This design comes from an exercise in tuning for small area, a short achievable clock period and few clock cycles per item on the open sky130 flow, not from production work.
At most, simulation tests tie the RTL to the original design; equivalence was not proved.
The RTL of run 7 was laid out without a check of its function.
Power is estimated from default activity; no workload was simulated.

### flow/run.sh
#!/bin/bash
# synth_recipe.tcl (not shown) runs the flow's synth.tcl, then flattens the netlist and writes it again
# the make line also repeats each setting of config.mk as NAME=value (left out here)
make -C /OpenROAD-flow-scripts/flow DESIGN_CONFIG=/design/flow/config.mk WORK_HOME=/design/flow/orfs CLKGATE_MAP_FILE= SYNTH_SCRIPT=/design/flow/synth_recipe.tcl finish
### flow/design.v
`timescale 1ns / 1ps
package oult_pkg;
  localparam int ValueW = 32;
  localparam int PosW   = 5;
  localparam int CountW = 5;
  typedef enum logic [1:0] {
    CMD_LOOKUP = 2'd0,
    CMD_INSERT = 2'd1,
    CMD_REMOVE = 2'd2,
    CMD_SPARE  = 2'd3
  } cmd_t;
  typedef enum logic [2:0] {
    STAT_OK       = 3'd0,
    STAT_RANGE    = 3'd1,
    STAT_DUP      = 3'd2,
    STAT_NOTFOUND = 3'd3,
    STAT_FULL     = 3'd4
  } status_t;
endpackage
`timescale 1ns / 1ps
module oult_cell (
  input  logic                          clk,
  input  logic                          load,
  input  logic [oult_pkg::ValueW-1:0]   wr_val,
  input  logic [oult_pkg::ValueW-1:0]   key,
  output logic                          eq
);
  logic [oult_pkg::ValueW-1:0] entry_r;
  always_ff @(posedge clk) begin
    if (load) entry_r <= wr_val;
  end
  assign eq = (entry_r == key);
endmodule
module oult_first #(
  parameter int N = 16
) (
  input  logic [N-1:0] x,
  output logic [N-1:0] first
);
  localparam int L = $clog2(N);
  logic [N-1:0] anyset [L+1];
  always_comb begin
    anyset[0] = x;
    for (int l = 1; l <= L; l++) begin
      anyset[l] = '0;
      for (int i = 0; i < (N >> l); i++) anyset[l][i] = anyset[l-1][2*i] | anyset[l-1][2*i+1];
    end
    for (int k = 0; k < N; k++) begin
      logic lower;
      lower = 1'b0;
      for (int l = 0; l < L; l++) begin
        if ((k >> l) % 2 == 1) lower = lower | anyset[l][(k >> l) - 1];
      end
      first[k] = x[k] && !lower;
    end
  end
endmodule
`timescale 1ns / 1ps
module ordered_unique_list_table #(
  parameter int CAPACITY = 16
) (
  input  logic        clk,
  input  logic        rst_n,
  input  logic        in_tvalid,
  output logic        in_tready,
  input  logic [39:0] in_tdata,    
  output logic        out_tvalid,
  input  logic        out_tready,
  output logic [15:0] out_tdata    
);
  localparam int CW   = $clog2(CAPACITY + 1);
  localparam int PW   = oult_pkg::PosW + 1;
  localparam int OUTQ = 3;
  localparam int OW   = $clog2(OUTQ + 1);
  localparam int RW   = 4 + oult_pkg::CountW;    
  logic [CAPACITY-1:0] valid_r;
  logic [CW-1:0]       count_r;
  logic                vld2_r;
  logic                ins2_r;      
  logic                bad2_r;      
  logic [CAPACITY-1:0] hit2_r;      
  logic                okv2_r;      
  logic                remv2_r;     
  logic                pres2_r;     
  logic [CAPACITY-1:0] park2_r;     
  logic [CAPACITY-1:0] spare_r;
  logic                no_spare_r;   
  logic                parked2_r;    
  logic [OUTQ-1:0]     qv_r;
  logic [RW-1:0]       qd_r [OUTQ];
  logic [OW-1:0]       outst_r;     
  logic                rdy_r;
  logic                        in_acc;
  logic [1:0]                  in_cmd;
  logic [oult_pkg::PosW-1:0]   in_pos;
  logic [oult_pkg::ValueW-1:0] in_val;
  assign in_tready = rdy_r;
  assign in_acc    = in_tvalid && rdy_r;
  assign in_cmd    = in_tdata[1:0];
  assign in_pos    = in_tdata[6:2];
  assign in_val    = in_tdata[38:7];
  logic                present;
  logic                full;
  logic                do_ins;
  logic                do_rem;
  logic [CAPACITY-1:0] ins_k;
  logic [CAPACITY-1:0] rem_k;
  logic [CW-1:0]       count_nxt;
  logic [2:0]          status;
  assign present = pres2_r;
  assign full    = count_r[CW-1];    
  assign do_ins  = okv2_r && !present;
  assign do_rem  = remv2_r && present;
  assign ins_k   = park2_r & {CAPACITY{do_ins}};
  assign rem_k   = hit2_r;
  assign count_nxt = do_ins ? count_r + CW'(1) : do_rem ? count_r - CW'(1) : count_r;
  always_comb begin
    if (ins2_r) begin
      if (bad2_r)       status = oult_pkg::STAT_RANGE;
      else if (present) status = oult_pkg::STAT_DUP;
      else if (full)    status = oult_pkg::STAT_FULL;
      else              status = oult_pkg::STAT_OK;
    end else begin
      status = present ? oult_pkg::STAT_OK : oult_pkg::STAT_NOTFOUND;
    end
  end
  logic [CAPACITY-1:0] valid_nxt;
  assign valid_nxt = (valid_r & ~rem_k) | ins_k;
  logic                no_spare;
  logic                parked2;
  logic [CAPACITY-1:0] park_nxt;
  assign no_spare = no_spare_r;
  assign parked2  = parked2_r;
  assign park_nxt = spare_r |
                    ({CAPACITY{no_spare}} & (parked2 ? park2_r & {CAPACITY{!do_ins}} : rem_k));
  logic [CAPACITY-1:0] cand;
  logic [CAPACITY-1:0] first_c;
  logic                none_c;
  logic [CAPACITY-1:0] spare_nxt;
  assign cand   = ~valid_r & ~spare_r & ~park2_r;
  assign none_c = ~|cand;
  oult_first #(.N(CAPACITY)) u_first (
    .x     (cand),
    .first (first_c)
  );
  logic [CAPACITY-1:0] fallback;
  assign fallback  = no_spare            ? (parked2 ? rem_k : '0) :
                     (parked2 && !do_ins) ? park2_r : rem_k;
  assign spare_nxt = first_c | (fallback & {CAPACITY{none_c}});
  logic rem_any;
  logic no_spare_nxt;
  logic parked_nxt;
  assign rem_any      = do_rem;
  assign no_spare_nxt = no_spare ? !(parked2 && rem_any) :
                        none_c && !(parked2 && !do_ins) && !rem_any;
  assign parked_nxt   = !no_spare || (parked2 ? !do_ins : rem_any);
  logic [CAPACITY-1:0] eq_k;
  for (genvar k = 0; k < CAPACITY; k++) begin : g_slot
    oult_cell u_cell (
      .clk    (clk),
      .load   (park_nxt[k]),
      .wr_val (in_val),
      .key    (in_val),
      .eq     (eq_k[k])
    );
  end
  logic [CAPACITY-1:0] hit_nxt;
  assign hit_nxt = eq_k & valid_nxt;
  localparam int NC = CAPACITY + 2;    
  logic [NC-1:0] pos_gt;                
  logic [NC-1:0] cnt_is;                
  logic          gt_inc, gt_same, gt_dec;
  logic          bad_nxt, full_nxt;
  always_comb begin
    for (int c = 0; c < NC; c++) begin
      pos_gt[c] = PW'(in_pos) > PW'(c);
      cnt_is[c] = PW'(count_r) == PW'(c);
    end
  end
  assign gt_same = |(pos_gt & cnt_is);
  assign gt_inc  = |(pos_gt & {cnt_is[NC-2:0], 1'b0});    
  assign gt_dec  = |(pos_gt & {1'b0, cnt_is[NC-1:1]});    
  assign bad_nxt  = do_ins ? gt_inc : do_rem ? gt_dec : gt_same;
  assign full_nxt = do_ins ? (count_r == CW'(CAPACITY - 1)) : do_rem ? 1'b0 : full;
  logic          push;
  logic [RW-1:0] res;
  assign push = vld2_r;
  assign res  = {count_nxt[oult_pkg::CountW-1:0], present, status};
  logic [OUTQ-1:0] qv_pop, qv_hold;
  logic [RW-1:0]   qd_pop [OUTQ];
  logic [RW-1:0]   qd_hold [OUTQ];
  always_comb begin
    for (int i = 0; i < OUTQ; i++) begin
      logic above, below, tgt_p, tgt_h;
      above = (i + 1 < OUTQ) ? qv_r[(i + 1) % OUTQ] : 1'b0;
      below = (i == 0) ? 1'b1 : qv_r[(i + OUTQ - 1) % OUTQ];
      tgt_h      = push && !qv_r[i] && below;
      qv_hold[i] = qv_r[i] || tgt_h;
      qd_hold[i] = tgt_h ? res : qd_r[i];
      tgt_p     = push && qv_r[i] && !above;
      qv_pop[i] = above || tgt_p;
      if (tgt_p)          qd_pop[i] = res;
      else if (i + 1 < OUTQ) qd_pop[i] = qd_r[(i + 1) % OUTQ];
      else                qd_pop[i] = qd_r[i];
    end
  end
  logic [OW-1:0] outst_pop, outst_hold;
  assign outst_pop  = in_acc ? outst_r : outst_r - OW'(1);
  assign outst_hold = in_acc ? outst_r + OW'(1) : outst_r;
  logic pop_sel;
  assign pop_sel = out_tready && qv_r[0];
  always_ff @(posedge clk) begin
    if (!rst_n) begin
      valid_r <= '0;
      count_r <= '0;
      spare_r <= CAPACITY'(1);
      park2_r <= '0;
      no_spare_r <= 1'b0;
      parked2_r  <= 1'b0;
      vld2_r  <= 1'b0;
      okv2_r  <= 1'b0;
      remv2_r <= 1'b0;
      qv_r    <= '0;
      outst_r <= '0;
      rdy_r   <= 1'b1;
    end else begin
      valid_r <= valid_nxt;
      count_r <= count_nxt;
      spare_r <= spare_nxt;
      park2_r <= park_nxt;
      no_spare_r <= no_spare_nxt;
      parked2_r  <= parked_nxt;
      vld2_r  <= in_acc;
      okv2_r  <= in_acc && in_cmd == oult_pkg::CMD_INSERT && !bad_nxt && !full_nxt;
      remv2_r <= in_acc && in_cmd == oult_pkg::CMD_REMOVE;
      qv_r    <= pop_sel ? qv_pop : qv_hold;
      outst_r <= pop_sel ? outst_pop : outst_hold;
      rdy_r   <= pop_sel ? (outst_pop < OW'(OUTQ)) : (outst_hold < OW'(OUTQ));
    end
  end
  always_ff @(posedge clk) begin
    ins2_r  <= in_cmd == oult_pkg::CMD_INSERT;
    bad2_r  <= bad_nxt;
    hit2_r  <= hit_nxt & {CAPACITY{rst_n && in_acc && in_cmd == oult_pkg::CMD_REMOVE}};
    pres2_r <= |hit_nxt;
    for (int i = 0; i < OUTQ; i++) qd_r[i] <= pop_sel ? qd_pop[i] : qd_hold[i];
  end
  assign out_tvalid = qv_r[0];
  assign out_tdata  = {7'd0, qd_r[0]};
endmodule
### flow/constraint.sdc
create_clock -name core_clock -period 4.5 [get_ports {clk}]
set_input_delay 0.9000 -clock core_clock [delete_from_list [all_inputs] [get_ports {clk}]]
set_output_delay 0.9000 -clock core_clock [all_outputs]
set_load 0.01 [all_outputs]
### flow/config.mk
export PLATFORM = sky130hd
export DESIGN_NAME = ordered_unique_list_table
export DESIGN_NICKNAME = ordered_unique_list_table
export VERILOG_FILES = /design/flow/design.v
export SDC_FILE = /design/flow/constraint.sdc
export NUM_CORES = 4
export LEC_CHECK = 0
export CAP_MARGIN = 20
export CORE_MARGIN = 2
export CORE_UTILIZATION = 75
export CTS_CLUSTER_DIAMETER = 80
export CTS_CLUSTER_SIZE = 25
export SETUP_SLACK_MARGIN = 2.25
export SLEW_MARGIN = 20
export SYNTH_HIERARCHICAL = 1
==> summary.txt, run 1 <==
Status
  – Status: timing/DRC/antenna clean

Setup path
  – Crit-path slowest cell: or4_1
  – Critical-path cell list: dlygate4sd2_1, buf_12, xor2_1, nor4_1, nand4_1, nor2_1, nand2_1, nand4_1, or4_1
  – CP required: 4970 ps
  – Crit path DAT: 2790 ps
  – Reg-to-reg startpoint: count_r[0]
  – Worst r2r dst: okv2_r
  – Critical path's top delay family: simple AND/OR/NAND/NOR gates
  – CP bufs+invs: 2
  – Reg2Reg Depth: 9
  – Critical-path maximum fanout: 14
  – Critical path class: in -> reg
  – Reg2Reg Setup Slack: 2330 ps
  – Slowest stage delay, CP: 540 ps
  – Worst Setup Start Kind: input port
  – CP Capture Type: register
  – Top cell by count, worst path: nand4_1

Clock tree
  – Clock root cell: clkbuf_16
  – Clock Latency Late Sink: 610 ps
  – CTS H-tree depth: 1
  – CTS Buffer Depth: 3
  – CTS tree: done
  – Worst-path clk slew: 100 ps
  – TritonCTS Sinks: 622
  – TritonCTS Buffers: 29
  – Hold buffers post-CTS: 0

STA
  – Worst slew margin: 0.3796
  – Tcrit/Tclk final: 0.5157
  – Setup_tns: 0 ps
  – Max Fclk: 430.9 MHz
  – Fin. Hold Viols: 0
  – Clock Skew: 31.42 ps
  – Tightest Pin Transition: 929.1 ps
  – Crit path time final: 2321 ps
  – RSZ-0062 raised after global routing: true
  – Pins Over Slew Limit: 0
  – Setup violators final: 0

GRT
  – Met1 usage: 0.4452
  – Met2 Use GR: 0.5493
  – Initial antenna violation count: 0
  – Gr usage total: 0.3221
  – Met3 Track Usage GR: 0.02704
  – Pin count of the biggest net entering global routing: 55
  – Vias in the first global route: 15680
  – GRT Residual Overflow: 0
  – First-pass GRT wire length: 89090 µm
  – Global route hottest layer: met2

Route
  – Wire per inst: 24.08 µm
  – DRT iter0 DRCs: 1366
  – First-pass detailed-route iteration total: 6
  – Drt total wl: 58110 µm
  – Post-route ant nets: 0
  – DR vias/cell: 6.427
  – DRC viols: 0
  – Vias: 15510

Power
  – Switching share of power: 0.2196
  – LEAKAGE: 10.10 nW
  – Seq pwr share: 0.633
  – Switching power: 2.216 mW
  – Maximum vdd drop: 0.3690 mV
  – Internal: 7.875 mW
  – Clk pwr share: 0.291
  – Gate power share: 0.076
  – PwrDens: 344.0 nW/µm²

Synth
  – Cells after Synth: 1820
  – Yosys top cell area share: 0.6096
  – Ys flop type: edfxtp_1
  – Mapped Area: 26550 µm²
  – Yosys warns: 13
  – Largest cells by area after synthesis: edfxtp_1, xor2_1, dfxtp_1, nor4_1, nor2_1
  – Most frequent cell after synthesis: edfxtp_1
  – Flops & latches, synth: 622
  – Post-synth top cells: edfxtp_1, xor2_1, nor4_1
  – Yosys top cell by area: edfxtp_1
  – Number of synthesized flops with an enable pin: 539
  – Syn Area/Cell: 14.59 µm²
  – Cell variety after synth: 68
  – Share of flip-flops with an asynchronous set or reset: 0
  – Sequential area share after synthesis: 0.6722

Floorplanning
  – Row cnt: 68
  – Initial Util: 0.7649
  – Core ar.: 34710 µm²
  – Die Area: 36920 µm²
  – Die Height: 192.2 µm
  – Die span in x: 192.2 µm
  – I/O Pins: 62

Hold path
  – Worst hold path endpoint: qv_r[2]
  – Hold Crit Depth: 2
  – Hold crit path type: reg -> reg
  – Hold wc startpoint: qv_r[1]

Finish
  – Nets: 1985
  – Inserted Diodes: 0
  – Area grow syn2layout: 10.49%
  – Fin util: 0.8451
  – Post-route insts no fill: 2413
  – Layout cell share with drive strength beyond 1: 0.1118
  – Final design area excluding fillers: 29340 µm²
  – Fillers: 1717

Placed design
  – Detailed-placement wirelength estimate: 31500 µm
  – Area of placed instances: 27610 µm²
  – IO Port Bufs: 53
  – GP Congestion: 0.8709
  – Placed Instances: 2321

Run
  – Max-cap violations: 0
metal layers:
metal | vias up | part of all wire
li1 | 6931 | -
met1 | 7749 | 0.39
met2 | 722 | 0.51
met3 | 107 | 0.071
met4 | 0 | 0.034
met5 | - | 0
power groups by stage:
stage	Clock (mW)	Sequential [mW]	Combinational, mW
after floorplan	0	6.51	0.334
after global placement	0	6.51	0.634
after detailed placement	0	6.52	0.662
after CTS	2.97	6.39	0.761
after global routing	3.16	6.39	0.827
final	2.94	6.38	0.771
layout make-up:
type / count / area (µm²) / area share
clock buffers: 49 / 800.8 / 0.02730
clock inverters: 5 / 61.31 / 0.002090
inverters: 31 / 116.4 / 0.003967
multi-input cells: 1129 / 8542 / 0.2912
flip-flops and latches: 622 / 17870 / 0.6091
well taps: 455 / 569.3 / 0.01941
repair buffers: 122 / 1379 / 0.04700
stage by stage:
step                worst slack (ps)  power (mW)  hold slack [ps]
floorplan                       2034       6.848            406.4
global placement                1064       7.147            487.8
detailed placement             993.9       7.182            512.4
CTS                             2253       10.12            523.5
global route                    2137       10.38            570.0
finish                          2179       10.09            545.7
layout by cell type, fill, tap and decap left out, drive strengths merged, types with 5 or more instances in the layout:
cell,count
inv,33
ha,6
clkdlybuf4s15,5
and2,41
or4,6
o21ai,37
bufbuf,9
clkdlybuf4s50,5
xor2,512
nor4,142
a22o,17
dlygate4sd2,15
nor3,26
nand2b,5
nand2,38
conb,7
xnor2,5
nand3,20
nor2,72
a211oi,5
a21oi,23
buf,86
edfxtp,539
nand4,42
a21o,16
mux2,19
o21a,18
clkbuf,51
a22oi,18
dfxtp,83
how the worst max path moves through the flow:
stage	slack, ps	startpoint	endpoint	cells past startpoint
finish	2180	in_tdata[29]	pres2_r	9
global route	2140	in_tdata[17]	pres2_r	9
CTS	2250	in_tdata[23]	pres2_r	9
detailed placement	990	in_tdata[23]	pres2_r	9
global placement	1060	in_tdata[4]	okv2_r	7
floorplan	2030	in_tdata[4]	okv2_r	8
tightest hold or removal path: cells and delay by family (launching register included):
family	cells	cell delay (ps)
compound gates	1	60
flops	1	360
simple gates	1	80
per-module statistics from Yosys, one instance, submodules excluded, excerpt:
module | flops+latches | cells inside
oult_cell | 32 | 75
ordered_unique_list_table | 110 | 589
sequential cells by signal, summed over array words and instances (netlist names):
signal                 count
spare_r                   16
qv_r                       3
remv2_r                    1
okv2_r                     1
park2_r                   16
valid_r                   16
hit2_r                    16
qd_r                      27
count_r                    5
pres2_r                    1
outst_r                    2
no_spare_r                 1
ins2_r                     1
vld2_r                     1
parked2_r                  1
bad2_r                     1
g_slot.u_cell.entry_r    512
rdy_r                      1
what timing repair did:
action,4_1_cts,5_1_grt
buffers inserted,27,0
cloned,11,0
endpoints found under the setup margin,561,57
pin swaps,15,8
resized for setup,147,17
logic make-up after synthesis:
kind of cell	count (synthesis)	share of synthesized area
xor+xnor	517	0.1705
flops	622	0.6722
simple gates	422	0.09161
mux	20	0.008435
fa+ha+maj	10	0.004383
compound gates	153	0.04006
other cells	1	0.0001412
buf+inv	75	0.01263
Testbench counts, summed over its fixed seeds: cycles 12,016, items 12,000.
==> run 2, diff against run 1 <==
--- a/flow/config.mk
+++ b/flow/config.mk
@@ -8,8 +8,8 @@
 export CAP_MARGIN = 20
 export CORE_MARGIN = 2
-export CORE_UTILIZATION = 75
+export CORE_UTILIZATION = 70
 export CTS_CLUSTER_DIAMETER = 80
 export CTS_CLUSTER_SIZE = 25
-export SETUP_SLACK_MARGIN = 2.25
+export SETUP_SLACK_MARGIN = 2.42
 export SLEW_MARGIN = 20
 export SYNTH_HIERARCHICAL = 1
==> run 2 against run 1 <==
  * Still clean
  * Register-to-register slack about the same
  * Final cell count grew 1.7%
  * Utilization shrank 5.8 points
  * Clock skew is essentially flat
  * Die area rose by 7.0%
  * Clock power up 6.8%
  * Highest routed layer unchanged
==> summary.txt, run 2 <==
Route
  – Drt total wl: 54450 µm
  – DRC viols: 0
  – DRT iter0 DRCs: 1131
  – Post-route ant nets: 0
  – DR vias/cell: 6.062
  – Vias: 14870
  – Wire per inst: 22.20 µm
  – First-pass detailed-route iteration total: 5

Finish
  – Commonest cells after routing, fill and taps aside: edfxtp_1, xor2_1, nor4_1
  – Inserted Diodes: 0
  – Commonest non-fill, non-tap cell in the layout: edfxtp_1
  – Largest regs: g_slot.u_cell.entry_r: 512 flops, qd_r: 27 flops
  – Max reg flops: 512
  – Final design area excluding fillers: 29500 µm²
  – Nets: 1967
  – Top reg by flops: g_slot.u_cell.entry_r
  – Area grow syn2layout: 11.10%
  – Layout cell share with drive strength beyond 1: 0.1215

Placed design
  – GP Congestion: 0.8262
  – Detailed-placement wirelength estimate: 30840 µm
  – Place WS: 1122 ps
  – Area of placed instances: 27590 µm²
  – IO Port Bufs: 53

Synth
  – Most frequent cell after synthesis: edfxtp_1
  – Largest cells by area after synthesis: edfxtp_1, xor2_1, dfxtp_1, nor4_1, nor2_1
  – Cell variety after synth: 68
  – Yosys warns: 13
  – Number of synthesized flops with an enable pin: 539
  – Syn Area/Cell: 14.59 µm²
  – Cells after Synth: 1820
  – Share of flip-flops with an asynchronous set or reset: 0
  – Flops & latches, synth: 622
  – Mapped Area: 26550 µm²
  – Post-synth top cells: edfxtp_1, xor2_1, nor4_1
  – Yosys top cell area share: 0.6096
  – Yosys top cell by area: edfxtp_1
  – Ys flop type: edfxtp_1
  – Sequential area share after synthesis: 0.6722

Floorplanning
  – Core ar.: 37490 µm²
  – I/O Pins: 62
  – Die Area: 39500 µm²
  – Row cnt: 71
  – Die Height: 198.8 µm
  – Die span in x: 198.8 µm
  – Initial Util: 0.7082

GRT
  – Pin count of the biggest net entering global routing: 55
  – GRT Residual Overflow: 0
  – Vias in the first global route: 14820
  – Initial antenna violation count: 0
  – First-pass GRT wire length: 82350 µm
  – Gr usage total: 0.2745

Setup path
  – CP required: 5040 ps
  – Critical-path cell list: ha_4, buf_6, mux2_4, a32o_1, a32oi_1, nand4_1, nor4_2, o221ai_2, nor3_2
  – CP Capture Type: register
  – Reg2Reg Setup Slack: 2330 ps
  – Setup crit end: okv2_r
  – Reg2Reg Depth: 9
  – Slowest stage delay, CP: 380 ps
  – Worst setup startpoint: count_r[1]
  – Crit path DAT: 2720 ps
  – Critical path class: reg -> reg
  – Worst Setup Start Kind: register
  – Crit-path slowest cell: dfxtp_4
  – Reg-to-reg startpoint: count_r[1]
  – Worst r2r dst: okv2_r
  – Critical-path maximum fanout: 4

Clock tree
  – Clock Latency Late Sink: 640 ps
  – CTS H-tree depth: 1
  – CTS Buffer Depth: 3
  – TritonCTS Buffers: 31
  – Clock root cell: clkbuf_16
  – Worst-path clk slew: 90 ps
  – CTS tree: done
  – TritonCTS Sinks: 622

Power
  – Maximum vdd drop: 0.4539 mV
  – LEAKAGE: 9.991 nW
  – Tot Pwr: 10.26 mW
  – PwrDens: 347.7 nW/µm²

STA
  – Tcrit/Tclk final: 0.4829
  – Clock Skew: 31.24 ps
  – Max Fclk: 460.2 MHz
  – Tightest Pin Transition: 847.3 ps
  – Setup_tns: 0 ps
  – Pins Over Slew Limit: 0
  – Crit path time final: 2173 ps
  – Worst slew margin: 0.4313
  – Fin. Hold Viols: 0
  – Fin worst setup slack: 2327 ps
  – RSZ-0062 raised after global routing: true
  – Setup violators final: 0

Hold path
  – Hold crit path type: reg -> reg

Run
  – Max-cap violations: 0

Status
  – Status: timing/DRC/antenna clean
==> run 2: cell count changes in the layout (fill, tap and decap cells not counted), sizes merged <==
| cell | change |
|---|---|
| bufbuf | -8 |
| clkbuf | -2 |
| inv | +2 |
| clkdlybuf4s15 | -4 |
| clkinv | +2 |
| dlygate4sd2 | -15 |
| buf | +7 |
| clkinvlp | +1 |
| a21o | +1 |
==> run 2: cells by family (layout without fill, tap and decap cells) <==
| group | Yosys count | count (layout) | synth area share |
|---|---|---|---|
| XOR/XNOR | 517 | 517 | 0.1705 |
| buffers and inverters | 75 | 190 | 0.01263 |
| AO/OA/AOI/OAI | 153 | 154 | 0.04006 |
| flip-flops | 622 | 622 | 0.6722 |
| AND/OR/NAND/NOR | 422 | 422 | 0.09161 |
| adder cells (fa/ha/maj) | 10 | 10 | 0.004383 |
| other | 1 | 7 | 0.0001412 |
| multiplexers | 20 | 20 | 0.008435 |
==> run 2: layer usage <==
layer	routed length (µm)	global-route usage	vias up
met5	0	0	-
met3	2555	0.02848	80
met1	23170	0.3718	7475
met4	1398	0.09591	0
li1	-	-	6905
met2	27330	0.4689	411
==> run 2: power by group <==
part	total [mW]	internal, mW	switching, mW
clock network	3.14	1.34	1.80
logic	0.724	0.269	0.455
registers	6.39	6.35	0.0422
total	10.3	7.96	2.30
==> run 2: cell type report <==
class | count | area [µm²]
Timing Repair Buffer | 101 | 1190
Tap cell | 511 | 639.4
Multi-Input combinational cell | 1130 | 8715
Inverter | 31 | 116.4
Fill cell | 2151 | 7990
Sequential cell | 622 | 17870
Clock buffer | 48 | 840.8
Clock inverter | 10 | 123.9
==> run 2: worst min path at each step <==
stage	slack [ps]	startpoint	depth (start not counted)	to
floorplan	410	pres2_r	0	qd_r[2][3]
global placement	500	vld2_r	2	qv_r[2]
detailed placement	510	vld2_r	2	qv_r[2]
CTS	520	vld2_r	2	qv_r[2]
global route	520	in_tdata[24]	1	g_slot[3].u_cell.entry_r[17]
finish	530	vld2_r	2	qv_r[2]
==> run 2: through the flow <==
stage	cells	hold slack [ps]	utilization
after global routing	2453	522.3	0.7869
final	2453	527.4	0.7869
after floorplan	1826	406.4	-
after detailed placement	2366	505.2	0.7359
after global placement	2366	498.2	0.7359
after CTS	2442	524.5	0.7775
==> run 2: per-module statistics from Yosys, one instance, submodules excluded, a selection <==
module / flops+latches / cell area (µm²)
ordered_unique_list_table: 110 / 5371
oult_cell: 32 / 1308
==> run 2: critical path, delay by kind of cell, from the launching register on <==
family,cells,cell delay [ps]
and+or+nand+nor,3,590
DFF,1,380
adders and majority gates,1,160
AOI/OAI and AO/OA,3,580
muxes,1,260
buffers and inverters,1,120
==> run 2: timing repair <==
item | CTS | global route
hold endpoints to repair | 0 | 0
hold buffers | 0 | 0
endpoints found under the setup margin | 596 | 306
gates resized for setup | 204 | 51
pin swaps | 10 | 8
buffers inserted | 16 | 10
gates cloned | 2 | 1
==> run 3, diff against run 2 <==
--- a/flow/config.mk
+++ b/flow/config.mk
@@ -11,5 +11,5 @@
 export CTS_CLUSTER_DIAMETER = 80
 export CTS_CLUSTER_SIZE = 25
-export SETUP_SLACK_MARGIN = 2.42
+export SETUP_SLACK_MARGIN = 2.2
 export SLEW_MARGIN = 20
 export SYNTH_HIERARCHICAL = 1
==> run 3 against run 2 <==
  * Sequential power about the same
  * Synthesized cell count unchanged
  * Clock skew is 11 ps lower
  * Highest routed layer unchanged
  * Still clean on timing, DRC and antenna
  * Final cell count is 0.90% higher
  * Total power is 1.8% lower
  * Clock power down 7.0%
==> summary.txt, run 3 <==
Status
  – Status: timing/DRC/antenna clean

Clock tree
  – Clock Latency Late Sink: 600 ps
  – TritonCTS Buffers: 29
  – Worst-path clk slew: 100 ps
  – CTS tree: done
  – CTS Buffer Depth: 3
  – TritonCTS Sinks: 622
  – Clock root cell: clkbuf_16
  – CTS H-tree depth: 1

Synth
  – Number of synthesized flops with an enable pin: 539
  – Flops & latches, synth: 622
  – Synth Area in Adders: 0.004383
  – Synth Area in Compound Gates: 0.04006
  – Main combinational cell family by area after synthesis: XOR/XNOR gates
  – Largest cells by area after synthesis: edfxtp_1, xor2_1, dfxtp_1, nor4_1, nor2_1
  – Yosys top cell area share: 0.6096
  – Yosys warns: 13
  – Post-synth top cells: edfxtp_1, xor2_1, nor4_1
  – Mapped Area: 26550 µm²
  – Most frequent cell after synthesis: edfxtp_1
  – Multiplexer share of the synthesized area: 0.008435
  – Sequential area share after synthesis: 0.6722
  – Post-Synth XOR/XNOR Area: 0.1705
  – Cell variety after synth: 68
  – Cells after Synth: 1820
  – Ys flop type: edfxtp_1
  – Share of flip-flops with an asynchronous set or reset: 0
  – Post-Synth Simple-Gate Area: 0.09161
  – Syn Area/Cell: 14.59 µm²
  – Yosys top cell by area: edfxtp_1

Hold path
  – Hold wc startpoint: vld2_r
  – Worst hold path endpoint: qv_r[2]
  – Hold crit path type: reg -> reg
  – Hold Crit Depth: 2

Finish
  – Layout cell share with drive strength beyond 1: 0.1191
  – Fillers: 2187
  – Sequential cell area: 17870 µm²
  – Max reg flops: 512
  – Area grow syn2layout: 11.01%
  – Nets: 1992
  – Commonest cells after routing, fill and taps aside: edfxtp_1, xor2_1, nor4_1
  – Multi-input logic area: 8571 µm²
  – Commonest non-fill, non-tap cell in the layout: edfxtp_1
  – Final design area excluding fillers: 29470 µm²
  – Inserted Diodes: 0
  – Top reg by flops: g_slot.u_cell.entry_r
  – Largest regs: g_slot.u_cell.entry_r: 512 flops, qd_r: 27 flops

Route
  – DRT iter0 DRCs: 1288
  – DR vias/cell: 6.100
  – Drt total wl: 56230 µm
  – Vias: 15100
  – Wire per inst: 22.72 µm
  – DRC viols: 0
  – First-pass detailed-route iteration total: 5
  – Post-route ant nets: 0

Setup path
  – Critical path class: in -> reg
  – Critical-path cell list: buf_4, or4_4, and3_1, a31oi_1, nand4_1, nor4_2, o221ai_2, nor3_2
  – Crit-path slowest cell: or4_4
  – Reg-to-reg startpoint: count_r[1]
  – Crit path DAT: 2780 ps
  – Worst r2r dst: okv2_r
  – Reg2Reg Setup Slack: 2250 ps
  – CP bufs+invs: 1
  – Slowest stage delay, CP: 540 ps
  – Reg2Reg Depth: 9
  – CP required: 5020 ps
  – Critical path's top delay family: simple AND/OR/NAND/NOR gates
  – Worst Setup Start Kind: input port
  – Critical-path maximum fanout: 15
  – CP Capture Type: register

GRT
  – Pin count of the biggest net entering global routing: 55
  – Vias in the first global route: 14930
  – GRT Residual Overflow: 0
  – First-pass GRT wire length: 84260 µm
  – Initial antenna violation count: 0
  – Gr usage total: 0.2842

STA
  – Tightest Pin Transition: 872.7 ps
  – Max Fclk: 442.3 MHz
  – Clock Skew: 20.45 ps
  – Crit path time final: 2261 ps
  – Setup_tns: 0 ps
  – Fin. Hold Viols: 0
  – Worst slew margin: 0.4172
  – RSZ-0062 raised after global routing: true
  – Pins Over Slew Limit: 0
  – Tcrit/Tclk final: 0.5025
  – Setup violators final: 0

Placed design
  – Area of placed instances: 27680 µm²
  – Detailed-placement wirelength estimate: 30990 µm
  – IO Port Bufs: 53
  – GP Congestion: 0.8711

Floorplanning
  – I/O Pins: 62
  – Core ar.: 37490 µm²
  – Die Area: 39500 µm²
  – Row cnt: 71
  – Die Height: 198.8 µm
  – Initial Util: 0.7082
  – Die span in x: 198.8 µm

Power
  – LEAKAGE: 10.13 nW
  – PwrDens: 341.8 nW/µm²
  – Maximum vdd drop: 0.4314 mV

Run
  – Max-cap violations: 0
-- run 3: through the flow --
step | hold slack (ps) | setup WS, ps | instances | power (mW) | utilization
3_3_place_gp | 495.4 | 1092 | 2381 | 7.151 | 0.7385
4_1_cts | 525.3 | 2204 | 2448 | 10.06 | 0.7761
5_1_grt | 543.2 | 2152 | 2475 | 10.36 | 0.7862
6_report | 521.9 | 2239 | 2475 | 10.07 | 0.7862
2_1_floorplan | 406.4 | 2034 | 1826 | 6.848 | -
3_5_place_dp | 512.5 | 1097 | 2381 | 7.181 | 0.7385
-- run 3: worst min-delay path: stages, from the launching register on --
cell,delay [ps]
dfxtp_1,340
nand3_1,80
a21oi_1,60
-- run 3: metal layers --
metal / part of all wire / global-route usage / vias to the layer above / routed length (µm)
li1: - / - / 6947 / -
met5: 0 / 0 / - / 0
met1: 0.41 / 0.3907 / 7548 / 23110
met3: 0.065 / 0.03459 / 83 / 3682
met4: 0.027 / 0.08983 / 0 / 1544
met2: 0.50 / 0.4802 / 520 / 27890
-- run 3: per-module statistics from Yosys, one instance, submodules excluded, a selection --
module | area, µm² | copies in the design | cells | flip-flops and latches
oult_cell | 1308 | 16 | 75 | 32
ordered_unique_list_table | 5371 | 1 | 589 | 110
-- run 3: cell type report --
cell class,count,area share
clock buffers,49,0.02717
clock inverters,4,0.001189
inverters,31,0.003948
multi-input cells,1129,0.2908
flip-flops and latches,622,0.6063
well taps,511,0.02169
repair buffers,129,0.04895
-- run 3: what timing repair did --
action	in CTS	in global routing
setup endpoints to repair	573	421
pin swaps	4	13
gates resized for setup	122	68
buffers inserted	6	24
hold buffers	0	0
hold endpoints to repair	0	0
gates cloned	8	3
-- run 3: worst max-delay path by stage --
stage / slack [ps] / depth (start not counted) / end / start
after floorplan: 2030 / 8 / okv2_r / in_tdata[4]
after global placement: 1090 / 8 / okv2_r / in_tdata[3]
after detailed placement: 1100 / 8 / okv2_r / in_tdata[3]
after CTS: 2200 / 5 / g_slot[0].u_cell.entry_r[19] / pres2_r
after global routing: 2150 / 9 / okv2_r / count_r[1]
final: 2240 / 8 / okv2_r / in_tdata[3]
-- run 3: where the power goes --
group	switching, mW	internal [mW]
Clock	1.68	1.23
Sequential	0.0416	6.35
Combinational	0.475	0.292
Total	2.20	7.87
-- run 3: cell families after synthesis --
group | count (synthesis)
DFF | 622
xor gates and xnor gates | 517
and+or+nand+nor | 422
AOI/OAI and AO/OA | 153
buffers and inverters | 75
muxes | 20
adders and majority gates | 10
other | 1
==> run 4, diff against run 3 <==
--- a/flow/config.mk
+++ b/flow/config.mk
@@ -8,8 +8,8 @@
 export CAP_MARGIN = 20
 export CORE_MARGIN = 2
-export CORE_UTILIZATION = 70
+export CORE_UTILIZATION = 65
 export CTS_CLUSTER_DIAMETER = 80
 export CTS_CLUSTER_SIZE = 25
-export SETUP_SLACK_MARGIN = 2.2
+export SETUP_SLACK_MARGIN = 2.32
 export SLEW_MARGIN = 20
 export SYNTH_HIERARCHICAL = 1
==> run 4 against run 3 <==
  * Still clean on timing, DRC and antenna
  * Synthesized cell count is the same
  * Setup slack gained 42 ps
  * Sequential share of layout area grew 0.28 points
  * Clock power grew 3%
  * Sequential power is essentially flat
  * Global-route usage shrank 3.2 points
  * Largest power group unchanged
==> summary.txt, run 4 <==
Placed design
  – Detailed-placement wirelength estimate: 31830 µm
  – GP Congestion: 0.8185
  – IO Port Bufs: 53
  – Area of placed instances: 27730 µm²
  – Place WS: 1112 ps

STA
  – Setup violators final: 0
  – Worst slew margin: 0.3869
  – RSZ-0062 raised after global routing: true
  – Fin worst setup slack: 2281 ps
  – Fin. Hold Viols: 0
  – Tcrit/Tclk final: 0.4932
  – Pins Over Slew Limit: 0
  – Setup_tns: 0 ps
  – Max Fclk: 450.6 MHz
  – Tightest Pin Transition: 918.2 ps
  – Hold Slack: 524.4 ps
  – Crit path time final: 2219 ps
  – Clock Skew: 20.69 ps

Synth
  – Sequential area share after synthesis: 0.6722
  – Number of synthesized flops with an enable pin: 539
  – Yosys top cell area share: 0.6096
  – Post-synth top cells: edfxtp_1, xor2_1, nor4_1
  – Yosys top cell by area: edfxtp_1
  – Cell variety after synth: 68
  – Mapped Area: 26550 µm²
  – Ys flop type: edfxtp_1
  – Most frequent cell after synthesis: edfxtp_1
  – Largest cells by area after synthesis: edfxtp_1, xor2_1, dfxtp_1, nor4_1, nor2_1
  – Cells after Synth: 1820
  – Flops & latches, synth: 622
  – Syn Area/Cell: 14.59 µm²
  – Share of flip-flops with an asynchronous set or reset: 0
  – Yosys warns: 13

Run
  – Max-cap violations: 0

Finish
  – Top reg by flops: g_slot.u_cell.entry_r
  – Commonest cells after routing, fill and taps aside: edfxtp_1, xor2_1, nor4_1
  – Largest regs: g_slot.u_cell.entry_r: 512 flops, qd_r: 27 flops
  – Area grow syn2layout: 10.51%
  – Final design area excluding fillers: 29340 µm²
  – Nets: 1976
  – Multi-input logic area: 8703 µm²
  – Layout cell share with drive strength beyond 1: 0.1139
  – Inserted Diodes: 0
  – Max reg flops: 512
  – Sequential cell area: 17870 µm²
  – Commonest non-fill, non-tap cell in the layout: edfxtp_1
  – Fin util: 0.7235
  – Fillers: 2627

GRT
  – Initial antenna violation count: 0
  – Pin count of the biggest net entering global routing: 55
  – GRT Residual Overflow: 0
  – First-pass GRT wire length: 82040 µm
  – Gr usage total: 0.2522
  – Vias in the first global route: 14670

Setup path
  – CP Capture Type: register
  – Worst Setup Start Kind: input port
  – CP required: 5030 ps
  – Critical-path maximum fanout: 7
  – Crit path DAT: 2750 ps
  – Critical path class: in -> reg

Status
  – Status: timing/DRC/antenna clean

Route
  – DRT iter0 DRCs: 1132
  – First-pass detailed-route iteration total: 5
  – Post-route ant nets: 0
  – Vias: 14790
  – DRC viols: 0
  – DR vias/cell: 5.963
  – Drt total wl: 53700 µm
  – Wire per inst: 21.64 µm

Floorplanning
  – Row cnt: 74
  – Die Area: 42480 µm²
  – Core ar.: 40550 µm²
  – Die span in x: 206.1 µm
  – Die Height: 206.1 µm
  – I/O Pins: 62
  – Initial Util: 0.6547

Clock tree
  – CTS H-tree depth: 1
  – CTS tree: done
  – Clock Latency Late Sink: 610 ps
  – TritonCTS Sinks: 622
  – Clock root cell: clkbuf_16
  – TritonCTS Buffers: 30
  – CTS Buffer Depth: 3
  – Worst-path clk slew: 90 ps

Hold path
  – Hold crit path type: reg -> reg

Power
  – Maximum vdd drop: 0.4579 mV
  – PwrDens: 343.9 nW/µm²
  – LEAKAGE: 9.938 nW
-- run 4: cell counts after synthesis --
No cell type changed its count.
-- run 4: where the power goes --
part           internal, mW  switching, mW
clock                  1.28           1.72
sequential             6.35         0.0417
combinational         0.259          0.446
-- run 4: metal layers --
metal	global-route usage	up-vias	wire, µm	part of all wire
met1	0.3579	7461	23760	0.44
li1	-	6927	-	-
met4	0.05612	0	1036	0.019
met3	0.02412	62	2170	0.040
met2	0.4281	344	26730	0.50
met5	0	-	0	0
-- run 4: final cells by class --
type	count	share of cell area
clock buffers	45	0.02751
repair buffers	108	0.03714
clock inverters	10	0.003028
flip-flops and latches	622	0.6090
multi-input cells	1133	0.2966
well taps	532	0.02269
inverters	31	0.003966
-- run 4: critical path, cell delays in order --
cell and delay [ps]:
clkdlybuf4s15_2 260, or4_4 590, maj3_2 310, nand3_1 80, nand4_1 110, nor3_2 230
o221ai_2 140, nor3_2 120
-- run 4: logic make-up after synthesis --
family / after synthesis / share of synthesized area
AO/OA/AOI/OAI: 153 / 0.04006
XOR/XNOR: 517 / 0.1705
adder cells (fa/ha/maj): 10 / 0.004383
buffers and inverters: 75 / 0.01263
flip-flops: 622 / 0.6722
multiplexers: 20 / 0.008435
other: 1 / 0.0001412
AND/OR/NAND/NOR: 422 / 0.09161
-- run 4: what timing repair did --
item,4_1_cts,5_1_grt
hold buffers,0,0
cloned,2,2
setup buffers,18,1
setup endpoints to repair,593,227
resized for setup,152,37
pin swaps,6,3
-- run 4: per-module statistics from Yosys (local to each module, per instance), a selection --
module,cells,flip-flops and latches
ordered_unique_list_table,589,110
oult_cell,75,32
-- run 4: final timing paths --
kind | start | end | slack [ps] | cells past startpoint
max | in_tdata[2] | okv2_r | 2280 | 8
min reg2reg | vld2_r | qv_r[2] | 520 | 2
min | vld2_r | qv_r[2] | 520 | 2
max reg2reg | count_r[1] | okv2_r | 2330 | 9
-- run 4: stage by stage --
| stage | instances | power, mW |
|---|---|---|
| finish | 2481 | 10.09 |
| global route | 2481 | 10.44 |
| CTS | 2478 | 10.16 |
| detailed placement | 2403 | 7.183 |
| global placement | 2403 | 7.159 |
| floorplan | 1826 | 6.848 |
==> run 5, diff against run 4 <==
--- a/flow/config.mk
+++ b/flow/config.mk
@@ -8,5 +8,5 @@
 export CAP_MARGIN = 20
 export CORE_MARGIN = 2
-export CORE_UTILIZATION = 65
+export CORE_UTILIZATION = 70
 export CTS_CLUSTER_DIAMETER = 80
 export CTS_CLUSTER_SIZE = 25
==> run 5 against run 4 <==
  * Total power shrank 0.80%
  * Utilization rose by 4.9 points
  * Sequential share of layout area increased by 0.82 points
  * Still clean on timing, DRC and antenna
  * Critical endpoint is now pres2_r
  * Setup slack improved by 44 ps
  * Largest power group unchanged
  * Global-route usage up 1.3 points
  * Final cell count fell by 2.2%
  * Largest cell class unchanged
  * Clock power shrank 2%
==> summary.txt, run 5 <==
Status
  – Status: timing/DRC/antenna clean

GRT
  – Pin count of the biggest net entering global routing: 55
  – GRT Residual Overflow: 0
  – Initial antenna violation count: 0
  – Gr usage total: 0.2650
  – Vias in the first global route: 14240
  – First-pass GRT wire length: 79540 µm

Synth
  – Number of synthesized flops with an enable pin: 539
  – Cell variety after synth: 68
  – Most frequent cell after synthesis: edfxtp_1
  – Synth Area in Compound Gates: 0.04006
  – Flops & latches, synth: 622
  – Largest cells by area after synthesis: edfxtp_1, xor2_1, dfxtp_1, nor4_1, nor2_1
  – Synth Area in Adders: 0.004383
  – Post-synth top cells: edfxtp_1, xor2_1, nor4_1
  – Ys flop type: edfxtp_1
  – Yosys warns: 13
  – Main combinational cell family by area after synthesis: XOR/XNOR gates
  – Mapped Area: 26550 µm²
  – Yosys top cell area share: 0.6096
  – Post-Synth Simple-Gate Area: 0.09161
  – Sequential area share after synthesis: 0.6722
  – Syn Area/Cell: 14.59 µm²
  – Multiplexer share of the synthesized area: 0.008435
  – Yosys top cell by area: edfxtp_1
  – Share of flip-flops with an asynchronous set or reset: 0
  – Cells after Synth: 1820
  – Post-Synth XOR/XNOR Area: 0.1705

STA
  – Tcrit/Tclk final: 0.4834
  – Pins Over Slew Limit: 0
  – Setup_tns: 0 ps
  – Tightest Pin Transition: 915.7 ps
  – Worst slew margin: 0.3885
  – Setup violators final: 0
  – Clock Skew: 26.12 ps
  – Fin worst setup slack: 2325 ps
  – RSZ-0062 raised after global routing: true
  – Fin. Hold Viols: 0
  – Max Fclk: 459.7 MHz
  – Crit path time final: 2175 ps

Route
  – DR vias/cell: 6.027
  – Wire per inst: 21.44 µm
  – Drt total wl: 52020 µm
  – DRC viols: 0
  – DRT iter0 DRCs: 1165
  – Post-route ant nets: 0
  – Vias: 14630
  – First-pass detailed-route iteration total: 5

Placed design
  – GP Congestion: 0.8728
  – Place WS: 1085 ps
  – IO Port Bufs: 53
  – Detailed-placement wirelength estimate: 30120 µm

Finish
  – Commonest non-fill, non-tap cell in the layout: edfxtp_1
  – Area grow syn2layout: 9.039%
  – Nets: 1943
  – Top reg by flops: g_slot.u_cell.entry_r
  – Layout cell share with drive strength beyond 1: 0.09812
  – Sequential cell area: 17870 µm²
  – Inserted Diodes: 0
  – Largest regs: g_slot.u_cell.entry_r: 512 flops, qd_r: 27 flops
  – Multi-input logic area: 8647 µm²
  – Max reg flops: 512
  – Commonest cells after routing, fill and taps aside: edfxtp_1, xor2_1, nor4_1
  – Fillers: 2196

Clock tree
  – Worst-path clk slew: 100 ps
  – TritonCTS Buffers: 29
  – TritonCTS Sinks: 622
  – Clock Latency Late Sink: 630 ps
  – CTS Buffer Depth: 3
  – CTS tree: done
  – Hold buffers post-CTS: 0
  – Clock root cell: clkbuf_16
  – CTS H-tree depth: 1

Setup path
  – Crit path DAT: 2650 ps
  – CP Capture Type: register
  – CP bufs+invs: 1
  – Critical-path cell list: buf_6, xor2_1, nor4_1, nand4_1, nor2_1, nand2_1, nand4_1, or4_1
  – Slowest stage delay, CP: 590 ps
  – Critical-path maximum fanout: 32
  – Critical path class: in -> reg
  – Worst Setup Start Kind: input port
  – Critical path's top delay family: simple AND/OR/NAND/NOR gates
  – Crit-path slowest cell: or4_1
  – CP required: 4980 ps
  – Top cell by count, worst path: nand4_1

Power
  – Maximum vdd drop: 0.3572 mV
  – PwrDens: 345.7 nW/µm²
  – LEAKAGE: 9.734 nW

Floorplanning
  – Row cnt: 71
  – I/O Pins: 62
  – Die span in x: 198.8 µm
  – Die Height: 198.8 µm
  – Die Area: 39500 µm²
  – Core ar.: 37490 µm²
  – Initial Util: 0.7082

Hold path
  – Hold crit path type: reg -> reg

Run
  – Max-cap violations: 0
run 5: cell counts after synthesis:
No cell type changed its count.
run 5: worst paths after layout:
kind | from | to | slack (ps) | cells after the start
worst min-delay path | vld2_r | qv_r[2] | 540 | 2
worst min register to register | vld2_r | qv_r[2] | 540 | 2
worst max-delay path | in_tdata[10] | pres2_r | 2320 | 8
worst max register to register | count_r[1] | okv2_r | 2340 | 9
run 5: cell type report:
type / count / share of cell area
Inverter: 31 / 0.004106
Clock inverter: 7 / 0.002118
Clock buffer: 47 / 0.02740
Multi-Input combinational cell: 1130 / 0.2987
Sequential cell: 622 / 0.6172
Tap cell: 511 / 0.02208
Timing Repair Buffer: 79 / 0.02839
run 5: cell families (layout without fill, tap and decap cells):
logic type      Yosys count  in the layout
compound gates          153            153
xor+xnor                517            517
fa+ha+maj                10             10
buf+inv                  75            164
flops                   622            622
mux                      20             20
other cells               1              7
simple gates            422            423
run 5: what timing repair did:
action,CTS,global route
gates cloned,0,1
resized for setup,152,26
endpoints found under the setup margin,566,470
setup buffers,10,3
pin swaps,11,3
run 5: where the power goes:
part	total, mW	switching (mW)	internal [mW]
clock	2.94	1.70	1.24
combinational	0.682	0.444	0.238
sequential	6.38	0.0374	6.35
total	10.0	2.19	7.82
run 5: per-module statistics from Yosys, one instance, submodules excluded, excerpt:
| module | copies in the design | cell area, µm² | flip-flops and latches |
|---|---|---|---|
| ordered_unique_list_table | 1 | 5371 | 110 |
| oult_cell | 16 | 1308 | 32 |
run 5: metrics by stage:
step	total power [mW]	cell area (µm²)	instances	utilization	hold WS, ps
floorplan	6.848	26650	1826	-	406.4
global placement	7.140	27540	2359	0.7345	497.0
detailed placement	7.165	27540	2359	0.7345	517.8
CTS	10.04	28820	2423	0.7688	533.1
global route	10.30	28950	2427	0.7722	573.6
finish	10.01	28950	2427	0.7722	537.6
run 5: tightest hold or removal path, delay by kind of cell, from the launching register on:
kind | cells | cell delay, ps
AOI/OAI and AO/OA | 1 | 60
DFF | 1 | 350
and+or+nand+nor | 1 | 90
run 5: metal layers:
| metal | part of all wire | routed length, µm | track usage | vias up |
|---|---|---|---|---|
| li1 | - | - | - | 6846 |
| met1 | 0.43 | 22610 | 0.3687 | 7292 |
| met2 | 0.49 | 25580 | 0.4491 | 406 |
| met3 | 0.046 | 2411 | 0.02781 | 84 |
| met4 | 0.027 | 1430 | 0.07794 | 0 |
| met5 | 0 | 0 | 0 | - |
==> run 6, diff against run 5 <==
--- a/flow/config.mk
+++ b/flow/config.mk
@@ -9,6 +9,7 @@
 export CORE_MARGIN = 2
 export CORE_UTILIZATION = 70
-export CTS_CLUSTER_DIAMETER = 80
-export CTS_CLUSTER_SIZE = 25
+export CTS_BUF_LIST = sky130_fd_sc_hd__clkbuf_8
+export CTS_CLUSTER_DIAMETER = 60
+export CTS_CLUSTER_SIZE = 20
 export SETUP_SLACK_MARGIN = 2.32
 export SLEW_MARGIN = 20
==> run 6 against run 5 <==
  * Clock skew increased by 3.5 ps
  * First-iteration DRC count fell by 0.34%
  * Total power grew 1.2%
  * Utilization shrank 0.093 points
  * Clock power rose by 4%
  * Cell area fell by 0.12%
  * Worst hold slack about the same
  * Maximum frequency fell by 2.1%
  * Synthesized cell count did not move
  * Die area did not move
  * Non-clock buffer count grew 2
  * Sequential share of layout area rose by 0.079 points
==> summary.txt, run 6 <==
Status
  – Status: timing/DRC/antenna clean

Finish
  – Max reg flops: 512
  – Commonest cells after routing, fill and taps aside: edfxtp_1, xor2_1, nor4_1
  – Commonest non-fill, non-tap cell in the layout: edfxtp_1
  – Area grow syn2layout: 8.907%
  – Nets: 1956
  – Largest regs: g_slot.u_cell.entry_r: 512 flops, qd_r: 27 flops
  – Multi-input logic area: 8591 µm²
  – Sequential cell area: 17870 µm²
  – Fin util: 0.7713
  – Fillers: 2239
  – Layout cell share with drive strength beyond 1: 0.1114
  – Top reg by flops: g_slot.u_cell.entry_r

STA
  – Tightest Pin Transition: 921.2 ps
  – RSZ-0062 raised after global routing: true
  – Tcrit/Tclk final: 0.4936
  – Max Fclk: 450.2 MHz
  – Pins Over Slew Limit: 0
  – Worst slew margin: 0.3849
  – Setup_tns: 0 ps
  – Crit path time final: 2221 ps
  – Setup violators final: 0
  – Fin. Hold Viols: 0
  – Clock Skew: 29.63 ps

Clock tree
  – Worst-path clk slew: 110 ps
  – Hold buffers post-CTS: 0
  – CTS H-tree depth: 2
  – CTS tree: done
  – Clock Latency Late Sink: 630 ps
  – Clock root cell: clkbuf_8
  – TritonCTS Buffers: 41
  – CTS Buffer Depth: 3
  – TritonCTS Sinks: 622

GRT
  – Vias in the first global route: 14300
  – GRT Residual Overflow: 0
  – Initial antenna violation count: 0
  – Pin count of the biggest net entering global routing: 55
  – Gr usage total: 0.2670
  – First-pass GRT wire length: 79720 µm

Synth
  – Cell variety after synth: 68
  – Yosys warns: 13
  – Most frequent cell after synthesis: edfxtp_1
  – Yosys top cell by area: edfxtp_1
  – Syn Area/Cell: 14.59 µm²
  – Share of flip-flops with an asynchronous set or reset: 0
  – Largest cells by area after synthesis: edfxtp_1, xor2_1, dfxtp_1, nor4_1, nor2_1
  – Sequential area share after synthesis: 0.6722
  – Flops & latches, synth: 622
  – Post-synth top cells: edfxtp_1, xor2_1, nor4_1
  – Yosys top cell area share: 0.6096
  – Ys flop type: edfxtp_1
  – Mapped Area: 26550 µm²
  – Number of synthesized flops with an enable pin: 539
  – Cells after Synth: 1820

Setup path
  – Reg-to-reg startpoint: count_r[0]
  – CP required: 5050 ps
  – CP bufs+invs: 0
  – CP Capture Type: register
  – Crit-path slowest cell: or4_4
  – Critical path class: reg -> reg
  – Worst Setup Start Kind: register
  – Worst setup startpoint: count_r[0]
  – Critical-path maximum fanout: 6
  – Crit path DAT: 2770 ps
  – Critical-path cell list: ha_4, and3_1, ha_2, a21oi_1, nor3_1, or4_4, o31ai_4, o221ai_2, nor3_2
  – Critical path's top delay family: simple AND/OR/NAND/NOR gates
  – Slowest stage delay, CP: 530 ps

Route
  – DRC viols: 0
  – Routed met2 length: 25510 µm
  – Total length of routed met3 wires: 2390 µm
  – DR vias/cell: 6.011
  – DRT iter0 DRCs: 1161
  – Post-route ant nets: 0
  – Met1 WL: 22620 µm
  – Vias: 14730
  – Drt total wl: 51770 µm
  – Wire per inst: 21.12 µm
  – Top Metal Used: met4
  – First-pass detailed-route iteration total: 5

Floorplanning
  – Row cnt: 71
  – Die Area: 39500 µm²
  – Initial Util: 0.7082
  – Die Height: 198.8 µm
  – Core ar.: 37490 µm²
  – Die span in x: 198.8 µm
  – I/O Pins: 62

Placed design
  – Detailed-placement wirelength estimate: 30120 µm
  – GP Congestion: 0.8728
  – IO Port Bufs: 53

Power
  – Clk pwr share: 0.303
  – Internal: 7.873 mW
  – Maximum vdd drop: 0.3170 mV
  – Seq pwr share: 0.630
  – PwrDens: 350.3 nW/µm²
  – Switching share of power: 0.2227
  – LEAKAGE: 9.832 nW
  – Gate power share: 0.067
  – Switching power: 2.256 mW

Hold path
  – Hold crit path type: reg -> reg
  – Hold wc startpoint: vld2_r

Run
  – Max-cap violations: 0
run 6: cell counts after synthesis:
No cell type changed its count.
run 6: metal layers:
layer / vias to the layer above / global-route usage
met5: - / 0
met4: 0 / 0.09066
met3: 78 / 0.02882
met2: 369 / 0.4476
met1: 7415 / 0.3700
li1: 6872 / -
run 6: tightest hold or removal path, stage by stage, from the launching register on:
cell	delay, ps
dfxtp_1	350
nand3_1	90
a21oi_1	60
run 6: cell families (layout without fill, tap and decap cells):
logic type,Yosys count,after routing,synth area share
other,1,8,0.0001412
multiplexers,20,20,0.008435
AO/OA/AOI/OAI,153,153,0.04006
adder cells (fa/ha/maj),10,10,0.004383
XOR/XNOR,517,517,0.1705
AND/OR/NAND/NOR,422,422,0.09161
flip-flops,622,622,0.6722
buffers and inverters,75,188,0.01263
run 6: per-module statistics from Yosys, one instance, submodules excluded, a selection:
module	flops+latches	cells inside	copies in the design	cell area, µm²
ordered_unique_list_table	110	589	1	5371
oult_cell	32	75	16	1308
run 6: power groups by stage:
stage                     logic, mW  registers, mW  clock network, mW
after floorplan               0.335           6.51                  0
after global placement        0.626           6.51                  0
after detailed placement      0.645           6.52                  0
after CTS                     0.663           6.38               3.12
after global routing          0.736           6.39               3.31
final                         0.677           6.38               3.07
run 6: final timing paths:
kind / end / slack [ps] / cells past startpoint
setup / recovery: okv2_r / 2280 / 9
hold / removal: qv_r[2] / 540 / 2
setup reg to reg: okv2_r / 2280 / 9
hold reg to reg: qv_r[2] / 540 / 2
run 6: what timing repair did:
| item | CTS | global route |
|---|---|---|
| endpoints found under the hold margin | 0 | 0 |
| pin swaps | 1 | 2 |
| cloned | 0 | 0 |
| setup buffers | 8 | 7 |
| gates resized for setup | 115 | 52 |
| endpoints found under the setup margin | 566 | 29 |
run 6: metrics by stage:
stage / instances / hold WS [ps] / power, mW / instance area (µm²) / worst slack, ps
floorplan: 1826 / 406.4 / 6.848 / 26650 / 2133
global placement: 2359 / 497.0 / 7.140 / 27540 / 1130
detailed placement: 2359 / 517.8 / 7.165 / 27540 / 1085
CTS: 2443 / 535.6 / 10.17 / 28720 / 2258
global route: 2450 / 576.8 / 10.44 / 28910 / 2221
finish: 2451 / 537.3 / 10.13 / 28920 / 2279
run 6: layout make-up:
type                            count  share of cell area
Tap cell                          511             0.02211
Multi-Input combinational cell   1129              0.2971
Clock buffer                       47             0.02237
Antenna cell                        1          0.00008654
Sequential cell                   622              0.6180
Clock inverter                     29             0.01051
Inverter                           31            0.004154
Timing Repair Buffer               81             0.02566
==> run 7, diff against run 6 <==
--- a/flow/design.v
+++ b/flow/design.v
@@ -55,4 +55,46 @@
     end
   end
+endmodule
+module oult_hits #(
+  parameter int N = 16
+) (
+  input  logic [N-1:0] eq,
+  input  logic [N-1:0] valid,
+  output logic [N-1:0] hit,
+  output logic         present
+);
+  assign hit     = eq & valid;
+  assign present = |hit;
+endmodule
+module oult_poscheck #(
+  parameter int CAPACITY = 16
+) (
+  input  logic [oult_pkg::PosW-1:0]          pos,
+  input  logic [$clog2(CAPACITY + 1)-1:0]    count,
+  input  logic                               is_ins,
+  input  logic                               do_ins,
+  input  logic                               do_rem,
+  output logic                               bad,
+  output logic                               ins_ok
+);
+  localparam int CW = $clog2(CAPACITY + 1);
+  localparam int PW = oult_pkg::PosW + 1;
+  localparam int NC = CAPACITY + 2;    
+  logic [NC-1:0] pos_gt;                
+  logic [NC-1:0] cnt_is;                
+  logic          gt_inc, gt_same, gt_dec;
+  logic          full_nxt;
+  always_comb begin
+    for (int c = 0; c < NC; c++) begin
+      pos_gt[c] = PW'(pos) > PW'(c);
+      cnt_is[c] = PW'(count) == PW'(c);
+    end
+  end
+  assign gt_same  = |(pos_gt & cnt_is);
+  assign gt_inc   = |(pos_gt & {cnt_is[NC-2:0], 1'b0});    
+  assign gt_dec   = |(pos_gt & {1'b0, cnt_is[NC-1:1]});    
+  assign bad      = do_ins ? gt_inc : do_rem ? gt_dec : gt_same;
+  assign full_nxt = do_ins ? cnt_is[CAPACITY-1] : do_rem ? 1'b0 : cnt_is[CAPACITY];
+  assign ins_ok   = is_ins && !bad && !full_nxt;
 endmodule
 `timescale 1ns / 1ps
@@ -166,21 +208,21 @@
   end
   logic [CAPACITY-1:0] hit_nxt;
-  assign hit_nxt = eq_k & valid_nxt;
-  localparam int NC = CAPACITY + 2;    
-  logic [NC-1:0] pos_gt;                
-  logic [NC-1:0] cnt_is;                
-  logic          gt_inc, gt_same, gt_dec;
-  logic          bad_nxt, full_nxt;
-  always_comb begin
-    for (int c = 0; c < NC; c++) begin
-      pos_gt[c] = PW'(in_pos) > PW'(c);
-      cnt_is[c] = PW'(count_r) == PW'(c);
-    end
-  end
-  assign gt_same = |(pos_gt & cnt_is);
-  assign gt_inc  = |(pos_gt & {cnt_is[NC-2:0], 1'b0});    
-  assign gt_dec  = |(pos_gt & {1'b0, cnt_is[NC-1:1]});    
-  assign bad_nxt  = do_ins ? gt_inc : do_rem ? gt_dec : gt_same;
-  assign full_nxt = do_ins ? (count_r == CW'(CAPACITY - 1)) : do_rem ? 1'b0 : full;
+  logic                pres_nxt;
+  oult_hits #(.N(CAPACITY)) u_hits (
+    .eq      (eq_k),
+    .valid   (valid_nxt),
+    .hit     (hit_nxt),
+    .present (pres_nxt)
+  );
+  logic bad_nxt, okv_nxt;
+  oult_poscheck #(.CAPACITY(CAPACITY)) u_poscheck (
+    .pos     (in_pos),
+    .count   (count_r),
+    .is_ins  (in_acc && in_cmd == oult_pkg::CMD_INSERT),
+    .do_ins  (do_ins),
+    .do_rem  (do_rem),
+    .bad     (bad_nxt),
+    .ins_ok  (okv_nxt)
+  );
   logic          push;
   logic [RW-1:0] res;
@@ -232,5 +274,5 @@
       parked2_r  <= parked_nxt;
       vld2_r  <= in_acc;
-      okv2_r  <= in_acc && in_cmd == oult_pkg::CMD_INSERT && !bad_nxt && !full_nxt;
+      okv2_r  <= okv_nxt;
       remv2_r <= in_acc && in_cmd == oult_pkg::CMD_REMOVE;
       qv_r    <= pop_sel ? qv_pop : qv_hold;
@@ -243,5 +285,5 @@
     bad2_r  <= bad_nxt;
     hit2_r  <= hit_nxt & {CAPACITY{rst_n && in_acc && in_cmd == oult_pkg::CMD_REMOVE}};
-    pres2_r <= |hit_nxt;
+    pres2_r <= pres_nxt;
     for (int i = 0; i < OUTQ; i++) qd_r[i] <= pop_sel ? qd_pop[i] : qd_hold[i];
   end
--- a/flow/config.mk
+++ b/flow/config.mk
@@ -9,8 +9,7 @@
 export CORE_MARGIN = 2
 export CORE_UTILIZATION = 70
-export CTS_BUF_LIST = sky130_fd_sc_hd__clkbuf_8
-export CTS_CLUSTER_DIAMETER = 60
-export CTS_CLUSTER_SIZE = 20
-export SETUP_SLACK_MARGIN = 2.32
+export CTS_CLUSTER_DIAMETER = 80
+export CTS_CLUSTER_SIZE = 25
+export SETUP_SLACK_MARGIN = 2.35
 export SLEW_MARGIN = 20
 export SYNTH_HIERARCHICAL = 1
==> run 7 against run 6 <==
  * Non-clock buffer count is 90 higher
  * Global-route usage is 1.3 points higher
  * Count of clock-buffer cells in the layout is 2 higher
  * Die area is 1.5% higher
  * Routed wire length is 9.4% higher
  * Via count is 4.7% higher
  * Still clean
  * Critical endpoint is now pres2_r
  * Clock power is 2% lower
  * Combinational power is 11% higher
  * Critical path depth is 1 higher
  * Cell area is 5.5% higher
  * Synthesized cell count is 0.93% higher
==> summary.txt, run 7 <==
Setup path
  – Worst Setup Start Kind: input port
  – Worst setup startpoint: in_tdata[32]
  – CP required: 4980 ps
  – CP Capture Type: register
  – Crit path DAT: 2970 ps
  – Reg-to-reg startpoint: g_slot[11].u_cell.entry_r[1]
  – Reg2Reg Setup Slack: 2170 ps
  – Critical-path maximum fanout: 14
  – Setup crit end: pres2_r
  – Critical path class: in -> reg
  – Worst r2r dst: pres2_r
  – Reg2Reg Depth: 7

Synth
  – Largest cells by area after synthesis: edfxtp_1, xor2_1, dfxtp_1, nor4_1, and2_1
  – Yosys warns: 14
  – Sequential area share after synthesis: 0.6619
  – Post-synth top cells: edfxtp_1, xor2_1, nor4_1
  – Share of flip-flops with an asynchronous set or reset: 0
  – Cell variety after synth: 84
  – Cells after Synth: 1837
  – Yosys top cell area share: 0.6003
  – Mapped Area: 26960 µm²
  – Ys flop type: edfxtp_1
  – Number of synthesized flops with an enable pin: 539
  – Yosys top cell by area: edfxtp_1
  – Flops & latches, synth: 622
  – Most frequent cell after synthesis: edfxtp_1
  – Syn Area/Cell: 14.68 µm²

STA
  – Tcrit/Tclk final: 0.5540
  – Pins Over Slew Limit: 0
  – Worst slew margin: 0.4376
  – Setup_tns: 0 ps
  – Clock Skew: 31.81 ps
  – RSZ-0062 raised after global routing: true
  – Setup violators final: 0
  – Crit path time final: 2493 ps
  – Fin. Hold Viols: 0
  – Hold Slack: 517.8 ps
  – Tightest Pin Transition: 843.5 ps
  – Max Fclk: 401.1 MHz

Hold path
  – Hold wc startpoint: in_tdata[35]
  – Hold crit path type: in -> reg

Finish
  – Nets: 2038
  – Top reg by flops: g_slot.u_cell.entry_r
  – Commonest non-fill, non-tap cell in the layout: edfxtp_1
  – Fillers: 2101
  – Sequential cell area: 17870 µm²
  – Area grow syn2layout: 13.16%
  – Multi-input logic area: 9051 µm²
  – Largest regs: g_slot.u_cell.entry_r: 512 flops, qd_r: 27 flops
  – Max reg flops: 512
  – Layout cell share with drive strength beyond 1: 0.1553
  – Inserted Diodes: 0
  – Fin util: 0.8062
  – Commonest cells after routing, fill and taps aside: edfxtp_1, xor2_1, nor4_1

Clock tree
  – TritonCTS Buffers: 29
  – Worst-path clk slew: 90 ps
  – CTS H-tree depth: 1
  – Clock root cell: clkbuf_16
  – TritonCTS Sinks: 622
  – Clock Latency Late Sink: 620 ps
  – CTS tree: done
  – CTS Buffer Depth: 3

GRT
  – Met2 Use GR: 0.4825
  – Initial antenna violation count: 0
  – Pin count of the biggest net entering global routing: 64
  – First-pass GRT wire length: 87470 µm
  – Vias in the first global route: 15680
  – Gr usage total: 0.2797
  – Met1 usage: 0.3837
  – Met3 Track Usage GR: 0.02668
  – Global route hottest layer: met2
  – GRT Residual Overflow: 0

Power
  – LEAKAGE: 10.84 nW
  – Switching power: 2.186 mW
  – Clk pwr share: 0.297
  – Gate power share: 0.074
  – Seq pwr share: 0.629
  – Internal: 7.919 mW
  – Switching share of power: 0.2163
  – PwrDens: 331.2 nW/µm²
  – Maximum vdd drop: 0.4490 mV

Floorplanning
  – I/O Pins: 62
  – Die Area: 40100 µm²
  – Row cnt: 71
  – Die span in x: 200.3 µm
  – Initial Util: 0.7125
  – Core ar.: 37840 µm²
  – Die Height: 200.3 µm

Route
  – First-pass detailed-route iteration total: 5
  – DRC viols: 0
  – DRT iter0 DRCs: 1486
  – Wire per inst: 22.42 µm
  – Post-route ant nets: 0
  – DR vias/cell: 6.108
  – Drt total wl: 56630 µm
  – Vias: 15430

Run
  – Max-cap violations: 0

Placed design
  – Detailed-placement wirelength estimate: 33030 µm
  – IO Port Bufs: 53
  – GP Congestion: 0.8961

Status
  – Status: timing/DRC/antenna clean
-- run 7: cell count changes after synthesis, moves of 10 or more --
cell	change
nor2_1	-43
and2_1	+31
a22oi_1	-17
o21a_1	-17
o22ai_1	+16
and3_1	+15
a21o_1	+14
nand3_1	-12
o21ai_0	-11
o221a_1	+10
-- run 7: area by class of cell --
| class | instances | area share |
|---|---|---|
| Clock inverter | 5 | 0.001886 |
| Clock buffer | 49 | 0.02690 |
| Multi-Input combinational cell | 1137 | 0.2967 |
| Inverter | 31 | 0.003978 |
| Timing Repair Buffer | 171 | 0.06393 |
| Tap cell | 511 | 0.02096 |
| Sequential cell | 622 | 0.5857 |
-- run 7: cell families after synthesis --
| kind of cell | count (synthesis) | share of synthesized area |
|---|---|---|
| buffers and inverters | 84 | 0.01601 |
| multiplexers | 20 | 0.008260 |
| flip-flops | 622 | 0.6619 |
| other | 1 | 0.0001391 |
| XOR/XNOR | 519 | 0.1686 |
| adder cells (fa/ha/maj) | 4 | 0.001717 |
| AO/OA/AOI/OAI | 159 | 0.04474 |
| AND/OR/NAND/NOR | 428 | 0.09861 |
-- run 7: metrics by stage --
step | area (µm²) | setup slack, ps | cells | power [mW]
after floorplan | 27010 | 2026 | 1843 | 6.795
after CTS | 30160 | 2082 | 2514 | 10.13
final | 30510 | 2007 | 2526 | 10.11
after global placement | 28200 | 881.0 | 2421 | 7.100
after detailed placement | 28200 | 843.8 | 2421 | 7.126
after global routing | 30510 | 1995 | 2526 | 10.39
-- run 7: metal layers --
| metal | part of all wire | vias up | wire length, µm |
|---|---|---|---|
| met4 | 0.029 | 0 | 1632 |
| met1 | 0.41 | 7698 | 23370 |
| met5 | 0 | - | 0 |
| met3 | 0.055 | 102 | 3110 |
| li1 | - | 7111 | - |
| met2 | 0.50 | 518 | 28510 |
-- run 7: per-module statistics from Yosys (local to each module, per instance), excerpt --
module	cell area (µm²)	flip-flops and latches	cells inside	copies in the design
ordered_unique_list_table	4740	110	444	1
oult_cell	1308	32	75	16
-- run 7: worst min path at each step --
stage	to	slack, ps	cells after the start
after CTS	g_slot[3].u_cell.entry_r[5]	510	1
after detailed placement	vld2_r	510	1
final	g_slot[3].u_cell.entry_r[28]	520	1
after global placement	vld2_r	500	1
after floorplan	qd_r[2][3]	410	0
after global routing	g_slot[3].u_cell.entry_r[28]	510	1
-- run 7: what timing repair did --
action,in CTS,in global routing
endpoints found under the setup margin,464,92
pin swaps,45,28
buffers inserted,37,10
gates cloned,2,2
hold buffers,0,0
gates resized for setup,257,54
-- run 7: worst max-delay path: stages --
cell and delay, ps:
buf_12 130, buf_8 130, buf_8 140, xor2_2 160, nor4_2 70, nand4_1 170, nor2_1 70, and2_1 170
or4_4 530, or4_1 480
-- run 7: power groups by stage --
stage,clock network [mW],logic [mW],registers [mW]
final,3.00,0.750,6.35
after global routing,3.22,0.811,6.36
after CTS,3.04,0.738,6.35
after detailed placement,0,0.634,6.49
after global placement,0,0.612,6.49
after floorplan,0,0.305,6.49

Setup slack of run 7, layout unchanged: 2.007 ns with ideal ports, 2.008 ns with driving cells assumed (clock clkbuf_16, inputs buf_2), 1.346 ns with port delays also shifted by the 0.662 ns mid clock arrival.
